This design comes from an exercise in tuning for small area and a short achievable clock period on the open sky130 flow, not from production work.
Function was checked by simulation only, so behaviour that the tests miss may differ from the original.
The flow treats the clock pin as an ideal source, which a real chip does not have.
Power is estimated from default activity; no workload was simulated.

==> flow/design.v <==
module audio_sample_fifo #(
  parameter int DEPTH   = 64,
  parameter int PREFILL = 32,
  localparam int AW     = $clog2(DEPTH)
) (
  input  logic          i_clk36,
  input  logic          i_rst36,
  input  logic          i_flush,
  input  logic          i_wr_valid,
  input  logic [47:0]   i_wr_data,
  output logic          o_wr_ready,
  input  logic          i_rdreq,
  output logic [47:0]   o_lraudio,
  output logic          o_wait,
  output logic [AW:0]   o_level,
  output logic          o_playing
  ,
  input  logic          i_stats_clr,
  output logic [15:0]   o_overflows,
  output logic [15:0]   o_underruns
);
  localparam int          MD       = DEPTH - 1;         
  localparam logic [AW:0] FULL_LVL = (AW+1)'(DEPTH);
  localparam logic [AW:0] PRE_LVL  = (AW+1)'(PREFILL);
  logic [47:0]   mem_q [MD];
  logic [47:0]   head_q;
  logic [AW-1:0] wp_q;
  logic [MD-1:0] rp_q;      
  logic [AW:0]   level_q;
  logic          play_q, wait_q;
  logic          empty_q, one_q, full_q;
  logic          ge2_q;      
  logic          rd_buf;     
  logic          wr_acc, rd_acc;
  logic [AW-1:0] wp_inc, wp_d;
  logic [MD-1:0] we_q;      
  logic [MD-1:0] rp_inc;
  logic [47:0]   rd_data;
  assign o_wr_ready = !full_q && !i_flush;
  assign wr_acc     = i_wr_valid && !full_q && !i_flush;
  assign rd_acc     = i_rdreq && !empty_q && !i_flush;
  assign rd_buf     = i_rdreq && ge2_q && !i_flush;
  assign wp_inc  = (wp_q == AW'(MD-1)) ? '0 : wp_q + AW'(1);
  assign rp_inc  = {rp_q[MD-2:0], rp_q[MD-1]};
  logic [47:0] rd_grp [7];
  for (genvar g = 0; g < 7; g++) begin : g_rd
    logic [9*48-1:0] ent;
    for (genvar j = 0; j < 9; j++) begin : g_ent
      assign ent[48*j +: 48] = mem_q[9*g+j];
    end
    audio_sample_fifo_sel9 u_sel (.i_ent(ent), .i_sel(rp_q[9*g +: 9]), .o_data(rd_grp[g]));
  end
  assign rd_data = (rd_grp[0] | rd_grp[1] | rd_grp[2] | rd_grp[3])
                 | (rd_grp[4] | rd_grp[5] | rd_grp[6]);
  logic [AW:0] level_d;
  logic        play_d;
  always_comb begin
    level_d = level_q;
    if (i_flush)                level_d = '0;
    else if (wr_acc && !rd_acc) level_d = level_q + (AW+1)'(1);
    else if (rd_acc && !wr_acc) level_d = level_q - (AW+1)'(1);
  end
  always_comb begin
    wp_d = wp_q;
    if (i_flush) wp_d = '0;
    else if (wr_acc && !empty_q && !(rd_acc && one_q)) wp_d = wp_inc;
  end
  logic drain;    
  assign drain = rd_acc && !wr_acc && one_q;
  logic empty_d, one_d, full_d;
  assign empty_d = i_flush || (!wr_acc && (empty_q || (one_q && rd_acc)));
  assign one_d   = !i_flush && ((wr_acc && !rd_acc && empty_q)
                             || (rd_acc && !wr_acc && (level_q == (AW+1)'(2)))
                             || ((wr_acc == rd_acc) && one_q));
  assign full_d  = !i_flush && ((wr_acc && !rd_acc && (level_q == FULL_LVL - (AW+1)'(1)))
                             || (full_q && !rd_acc));
  always_comb begin
    play_d = play_q;
    if (i_flush)      play_d = 1'b0;
    else if (!play_q) play_d = (level_d >= PRE_LVL);
    else if (drain)   play_d = 1'b0;
  end
  always_ff @(posedge i_clk36 or posedge i_rst36) begin
    if (i_rst36) begin
      rp_q    <= MD'(1);
      level_q <= '0;
      wp_q    <= '0;
      empty_q <= 1'b1;
      one_q   <= 1'b0;
      ge2_q   <= 1'b0;
      full_q  <= 1'b0;
      play_q  <= 1'b0;
      wait_q  <= 1'b1;
      head_q  <= '0;
    end else begin
      level_q <= level_d;
      wp_q    <= wp_d;
      empty_q <= empty_d;
      one_q   <= one_d;
      ge2_q   <= !empty_d && !one_d;
      full_q  <= full_d;
      play_q  <= play_d;
      wait_q  <= !play_d;
      if (i_flush) begin
        rp_q   <= MD'(1);
        head_q <= '0;
      end else begin
        if (rd_buf) begin
          head_q <= rd_data;
          rp_q   <= rp_inc;
        end else if (rd_acc) begin
          head_q <= wr_acc ? i_wr_data : '0;
        end else if (wr_acc && empty_q) begin
          head_q <= i_wr_data;
        end
      end
    end
  end
  always_ff @(posedge i_clk36) begin
    for (int i = 0; i < MD; i++)
      we_q[i] <= (wp_d == AW'(i)) && !full_d;
  end
  always_ff @(posedge i_clk36) begin
    for (int i = 0; i < MD; i++)
      if (we_q[i]) mem_q[i] <= i_wr_data;
  end
  assign o_lraudio = head_q;
  assign o_wait    = wait_q;
  assign o_playing = play_q;
  assign o_level   = level_q;
  logic [15:0] ovf_q, und_q;
  logic        ovf_inc, und_inc;
  assign ovf_inc = i_wr_valid && full_q && !i_flush;
  assign und_inc = (play_q && drain) || (i_rdreq && empty_q);
  always_ff @(posedge i_clk36 or posedge i_rst36) begin
    if (i_rst36) begin
      ovf_q <= '0;
      und_q <= '0;
    end else if (i_stats_clr) begin
      ovf_q <= '0;
      und_q <= '0;
    end else begin
      if (ovf_inc && (ovf_q != 16'hFFFF)) ovf_q <= ovf_q + 16'd1;
      if (und_inc && (und_q != 16'hFFFF)) und_q <= und_q + 16'd1;
    end
  end
  assign o_overflows = ovf_q;
  assign o_underruns = und_q;
endmodule
module audio_sample_fifo_sel9 (
  input  logic [9*48-1:0] i_ent,
  input  logic [8:0]      i_sel,
  output logic [47:0]     o_data
);
  logic [47:0] part_n [3];
  for (genvar k = 0; k < 3; k++) begin : g_part
    audio_sample_fifo_sel3n u_part (
      .i_ent(i_ent[3*48*k +: 3*48]), .i_sel(i_sel[3*k +: 3]), .o_data_n(part_n[k]));
  end
  assign o_data = ~(part_n[0] & part_n[1] & part_n[2]);
endmodule
module audio_sample_fifo_sel3n (
  input  logic [3*48-1:0] i_ent,
  input  logic [2:0]      i_sel,
  output logic [47:0]     o_data_n
);
  assign o_data_n = ~((i_ent[0 +: 48] & {48{i_sel[0]}})
                    | (i_ent[48 +: 48] & {48{i_sel[1]}})
                    | (i_ent[96 +: 48] & {48{i_sel[2]}}));
endmodule
==> flow/config.mk <==
export PLATFORM = sky130hd
export DESIGN_NAME = audio_sample_fifo
export DESIGN_NICKNAME = audio_sample_fifo
export VERILOG_FILES = /design/flow/design.v
export SDC_FILE = /design/flow/constraint.sdc
export NUM_CORES = 4
export LEC_CHECK = 0
export CAP_MARGIN = 10
export CORE_MARGIN = 2
export CORE_UTILIZATION = 75
export CTS_BUF_LIST = sky130_fd_sc_hd__clkbuf_16
export CTS_CLUSTER_DIAMETER = 80
export CTS_CLUSTER_SIZE = 30
export SETUP_SLACK_MARGIN = 3.4
export SLEW_MARGIN = 10
export SYNTH_HIERARCHICAL = 1
==> flow/constraint.sdc <==
create_clock -name core_clock -period 6.0 [get_ports {i_clk36}]
set_input_delay 1.2000 -clock core_clock [delete_from_list [all_inputs] [get_ports {i_clk36}]]
set_output_delay 1.2000 -clock core_clock [all_outputs]
set_load 0.01 [all_outputs]
standard.sh (not shown) runs the stock make flow with config.mk's settings and CLKGATE_MAP_FILE= SYNTH_SCRIPT=/design/flow/synth_recipe.tcl, a recipe that flattens the netlist after the stock synthesis.
==> flow/flow/run.sh <==
#!/bin/bash
# Standard ORFS layout, with three changes to how it is made:
#  - port buffers are plain buffers (buf_4) instead of the resizer's default pick
#    (a slow clkdlybuf4s50 delay cell on this platform);
#  - timing repair may swap a cell for one with another footprint;
#  - after clock tree synthesis, one more setup repair pass (flow/post_cts.tcl).
# Each tool's full output is in the ORFS logs folder (orfs/logs/); make's own
# output goes to flow_make.log here.
set -euo pipefail
bash standard.sh MATCH_CELL_FOOTPRINT=0 \
  "BUFFER_PORTS_ARGS=-buffer_cell sky130_fd_sc_hd__buf_4" \
  "POST_CTS_TCL=$(pwd)/flow/post_cts.tcl" finish > flow_make.log 2>&1
==> flow/flow/post_cts.tcl <==
# Sourced by ORFS's cts.tcl after its own timing repair (POST_CTS hook): one
# more setup repair pass with a tighter target, then legalize again.
estimate_parasitics -placement
repair_timing -setup -setup_margin 3.35 -repair_tns 100 -verbose
detailed_placement
check_placement -verbose
estimate_parasitics -placement
report_worst_slack -max
Next try:
--- a/flow/design.v
+++ b/flow/design.v
@@ -40,20 +40,28 @@
   assign wr_acc     = i_wr_valid && !full_q && !i_flush;
   assign rd_acc     = i_rdreq && !empty_q && !i_flush;
   assign rd_buf     = i_rdreq && ge2_q && !i_flush;
   assign wp_inc  = (wp_q == AW'(MD-1)) ? '0 : wp_q + AW'(1);
   assign rp_inc  = {rp_q[MD-2:0], rp_q[MD-1]};
-  logic [47:0] rd_grp [7];
-  for (genvar g = 0; g < 7; g++) begin : g_rd
-    logic [9*48-1:0] ent;
-    for (genvar j = 0; j < 9; j++) begin : g_ent
-      assign ent[48*j +: 48] = mem_q[9*g+j];
+  logic [47:0] rd_grp [8];
+  for (genvar g = 0; g < 8; g++) begin : g_rd
+    localparam int N = (8*g + 8 <= MD) ? 8 : MD - 8*g;
+    logic [8*48-1:0] ent;
+    logic [7:0]  sel;
+    for (genvar j = 0; j < 8; j++) begin : g_ent
+      if (j < N) begin : g_used
+        assign ent[48*j +: 48] = mem_q[8*g+j];
+        assign sel[j] = rp_q[8*g+j];
+      end else begin : g_unused
+        assign ent[48*j +: 48] = '0;
+        assign sel[j] = 1'b0;
+      end
     end
-    audio_sample_fifo_sel9 u_sel (.i_ent(ent), .i_sel(rp_q[9*g +: 9]), .o_data(rd_grp[g]));
+    audio_sample_fifo_sel8 u_sel (.i_ent(ent), .i_sel(sel), .o_data(rd_grp[g]));
   end
-  assign rd_data = (rd_grp[0] | rd_grp[1] | rd_grp[2] | rd_grp[3])
-                 | (rd_grp[4] | rd_grp[5] | rd_grp[6]);
+  assign rd_data = ((rd_grp[0] | rd_grp[1]) | (rd_grp[2] | rd_grp[3]))
+                 | ((rd_grp[4] | rd_grp[5]) | (rd_grp[6] | rd_grp[7]));
   logic [AW:0] level_d;
   logic        play_d;
   always_comb begin
     level_d = level_q;
     if (i_flush)                level_d = '0;
@@ -145,26 +153,16 @@
     end
   end
   assign o_overflows = ovf_q;
   assign o_underruns = und_q;
 endmodule
-module audio_sample_fifo_sel9 (
-  input  logic [9*48-1:0] i_ent,
-  input  logic [8:0]      i_sel,
-  output logic [47:0]     o_data
+module audio_sample_fifo_sel8 (
+  input  logic [8*48-1:0] i_ent,
+  input  logic [7:0]  i_sel,
+  output logic [47:0] o_data
 );
-  logic [47:0] part_n [3];
-  for (genvar k = 0; k < 3; k++) begin : g_part
-    audio_sample_fifo_sel3n u_part (
-      .i_ent(i_ent[3*48*k +: 3*48]), .i_sel(i_sel[3*k +: 3]), .o_data_n(part_n[k]));
+  always_comb begin
+    o_data = '0;
+    for (int j = 0; j < 8; j++)
+      o_data = o_data | (i_ent[48*j +: 48] & {48{i_sel[j]}});
   end
-  assign o_data = ~(part_n[0] & part_n[1] & part_n[2]);
 endmodule
-module audio_sample_fifo_sel3n (
-  input  logic [3*48-1:0] i_ent,
-  input  logic [2:0]      i_sel,
-  output logic [47:0]     o_data_n
-);
-  assign o_data_n = ~((i_ent[0 +: 48] & {48{i_sel[0]}})
-                    | (i_ent[48 +: 48] & {48{i_sel[1]}})
-                    | (i_ent[96 +: 48] & {48{i_sel[2]}}));
-endmodule
The new run completed without violations.
Clock-buffer cell count goes down by 4.
Clock skew goes down by 0.0078 ns.
Total power is about the same.
Worst hold slack gets better by 0.12 ns.
First-iteration DRC count fell by 19%.
Combinational power went up by 18%.

[what the ideal ports hide]
Ports are ideal in the flow. The routed layouts listed here were re-timed in OpenROAD. Step 1 sets driving cells, clkbuf_16 on the clock port and buf_2 on the other inputs (assumed; they add their load-dependent delay and slew). Step 2, shift: input delay + t, output delay - t, t = (earliest + latest rising clock arrival at the registers) / 2. This alone moves slack from input paths to output paths. Slacks: no drivers / after step 1 / after step 2; pairs: no drivers / after step 1.
run | t, ns | slack for setup (ns) | latest minus earliest clock arrival (ns) | cell pins on the clock port's net
the first run | 0.909 | 3.284 / 3.181 / 2.455 | 0.036 / 0.035 | 1
the second run | 0.895 | 3.290 / 3.191 / 2.502 | 0.033 / 0.033 | 1
After both steps every run listed still meets setup and hold. For the first run, which loses most, drivers alone change the setup slack by -0.103 ns; drivers and shift together by -0.829 ns.
